What follows belongs to an exercise in optimizing a design on an open flow for small area; a production flow would make more cautious choices.
In this exercise RTL edits were held to simulation tests only and were not proved equivalent to the original.
Power is estimated from default activity; no workload was simulated. No driver is modelled on the clock port, so clocking that relies on it looks cheaper here than on a real chip.

// core_top
module core_top (
	input  logic        clk_i,
	input  logic        rst_n_i,
	input  logic        fetch_enable_i,
	output logic        instr_req_o,
	output logic [31:0] instr_addr_o,
	input  logic        instr_gnt_i,
	input  logic        instr_rvalid_i,
	input  logic [31:0] instr_rdata_i,
	output logic        data_req_o,
	output logic        data_we_o,
	output logic [31:0] data_addr_o,
	output logic [31:0] data_wdata_o,
	input  logic        data_gnt_i,
	input  logic        data_rvalid_i,
	input  logic [31:0] data_rdata_i,
	output logic        core_busy_o
);
	localparam logic [3:0] S_CLR   = 4'd0;   
	localparam logic [3:0] S_IDLE  = 4'd1;
	localparam logic [3:0] S_FREQ  = 4'd2;   
	localparam logic [3:0] S_FWAIT = 4'd3;   
	localparam logic [3:0] S_RDY1  = 4'd4;   
	localparam logic [3:0] S_P1    = 4'd5;   
	localparam logic [3:0] S_P2B   = 4'd6;   
	localparam logic [3:0] S_P2S   = 4'd7;   
	localparam logic [3:0] S_DREQ  = 4'd8;   
	localparam logic [3:0] S_DWAIT = 4'd9;   
	localparam logic [3:0] S_RDY3  = 4'd10;  
  ...
clock: 10.0 ns
lec_check: 0
cap_margin: 20
cell_pad_in_sites_detail_placement: 0
cell_pad_in_sites_global_placement: 0
core_margin: 2
core_utilization: 60
place_density: 0.7
slew_margin: 20
standard.sh (not shown) runs the stock make flow with config.mk's settings and CLKGATE_MAP_FILE= SYNTH_SCRIPT=/design/flow/synth_recipe.tcl, a recipe that flattens the netlist after the stock synthesis.
==> flow/flow/run.sh <==
#!/bin/bash
set -euo pipefail
export BUFFER_PORTS_ARGS="-buffer_cell sky130_fd_sc_hd__buf_1"
export CTS_ARGS="-sink_clustering_enable -repair_clock_nets -dont_use_dummy_load -buf_list sky130_fd_sc_hd__clkbuf_8 -sink_clustering_size 20 -sink_clustering_max_diameter 50"
bash standard.sh > standard_flow.log 2>&1
Then changed:
==> flow/run.sh (new file) <==
#!/bin/bash
# synth_recipe.tcl (not shown) runs the flow's synth.tcl, then flattens the netlist and writes it again
# the make line also repeats each setting of config.mk as NAME=value (left out here)
make -C /OpenROAD-flow-scripts/flow DESIGN_CONFIG=/design/flow/config.mk WORK_HOME=/design/flow/orfs CLKGATE_MAP_FILE= SYNTH_SCRIPT=/design/flow/synth_recipe.tcl finish
CELL_PAD_IN_SITES_DETAIL_PLACEMENT = 1   (was 0)
CELL_PAD_IN_SITES_GLOBAL_PLACEMENT = 2   (was 0)
CORE_UTILIZATION = 35   (was 60)
PLACE_DENSITY = not set   (was 0.7)
removed: flow/flow/run.sh
removed: flow/standard.sh
Final area climbs by about 15%.
Sequential cell count is unchanged.
Final cell count climbs by about 24%.
Synthesized area does not change.
Critical path depth does not change.
Routed wire length climbs by about 18%.
Worst setup slack is better by 59 ps.
Clock-buffer cell count climbs by 82.
Clock power climbs by about 120%.
Power climbs by about 33%.
Then changed:
==> flow/flow/run.sh (new file) <==
#!/bin/bash
set -euo pipefail
export BUFFER_PORTS_ARGS="-buffer_cell sky130_fd_sc_hd__buf_1"
export CTS_ARGS="-sink_clustering_enable -repair_clock_nets -dont_use_dummy_load -buf_list sky130_fd_sc_hd__clkbuf_16 -sink_clustering_size 36 -sink_clustering_max_diameter 60"
bash standard.sh > standard_flow.log 2>&1
==> flow/standard.sh (new file) <==
#!/bin/bash
# synth_recipe.tcl (not shown) runs the flow's synth.tcl, then flattens the netlist and writes it again
# the make line also repeats each setting of config.mk as NAME=value (left out here)
make -C /OpenROAD-flow-scripts/flow DESIGN_CONFIG=/design/flow/config.mk WORK_HOME=/design/flow/orfs CLKGATE_MAP_FILE= SYNTH_SCRIPT=/design/flow/synth_recipe.tcl "${@:-finish}"
CELL_PAD_IN_SITES_DETAIL_PLACEMENT = 0   (was 1)
CELL_PAD_IN_SITES_GLOBAL_PLACEMENT = 0   (was 2)
CORE_UTILIZATION = 60   (was 35)
PLACE_DENSITY = 0.7   (was not set)
removed: flow/run.sh
Effect: The new run finished with timing, DRC and antenna clean. Die area is lower by 41%. Final cell count is lower by 20%. Clock-buffer cell count is lower by 110. Non-clock buffer count is lower by 1. Worst hold slack loses 13 ps. Wire length is lower by about 15%. Setup slack loses 36 ps.
Then changed:
==> flow/run.sh (new file) <==
#!/bin/bash
# synth_recipe.tcl (not shown) runs the flow's synth.tcl, then flattens the netlist and writes it again
# the make line also repeats each setting of config.mk as NAME=value (left out here)
make -C /OpenROAD-flow-scripts/flow DESIGN_CONFIG=/design/flow/config.mk WORK_HOME=/design/flow/orfs CLKGATE_MAP_FILE= SYNTH_SCRIPT=/design/flow/synth_recipe.tcl finish
CTS_BUF_LIST = sky130_fd_sc_hd__clkbuf_4   (was not set)
removed: flow/flow/run.sh
removed: flow/standard.sh
After rerunning: Setup slack gets better by 320 ps. Utilization rose by 6.7 points. Power rose by 20%. Design area rose by 10%. Routed wire length rose by 6.9%. Synthesized cell count stays the same.

## separate check: timing with driven ports
The flow's constraints put no driver on any port. The routed layouts listed below were extracted and timed again, unchanged, in two steps.
Step 1, drivers: a clkbuf_16 drives clk_i and a buf_2 each remaining input, both assumed.
Step 2, shift: input delay + t, output delay - t, t = (earliest + latest rising clock arrival at the registers) / 2. This alone moves slack from input paths to output paths.
Slacks: ideal ports / drivers / drivers and shift; pairs: ideal ports / drivers.
run | t, ns | setup WS [ns] | clock arrival spread, ns | worst register clock-pin slew, ns | cell pins on the clock port's net
the first run | 0.677 | 4.732 / 4.732 / 4.732 | 0.108 / 0.108 | 0.12 / 0.12 | 1
the second run | 0.696 | 4.791 / 4.791 / 4.791 | 0.039 / 0.039 | 0.07 / 0.07 | 1
the third run | 0.623 | 4.755 / 4.755 / 4.755 | 0.086 / 0.085 | 0.12 / 0.12 | 1
the fourth run | 1.029 | 5.075 / 5.075 / 5.075 | 0.044 / 0.044 | 0.08 / 0.08 | 1
After both steps setup and hold are still met in every run listed.
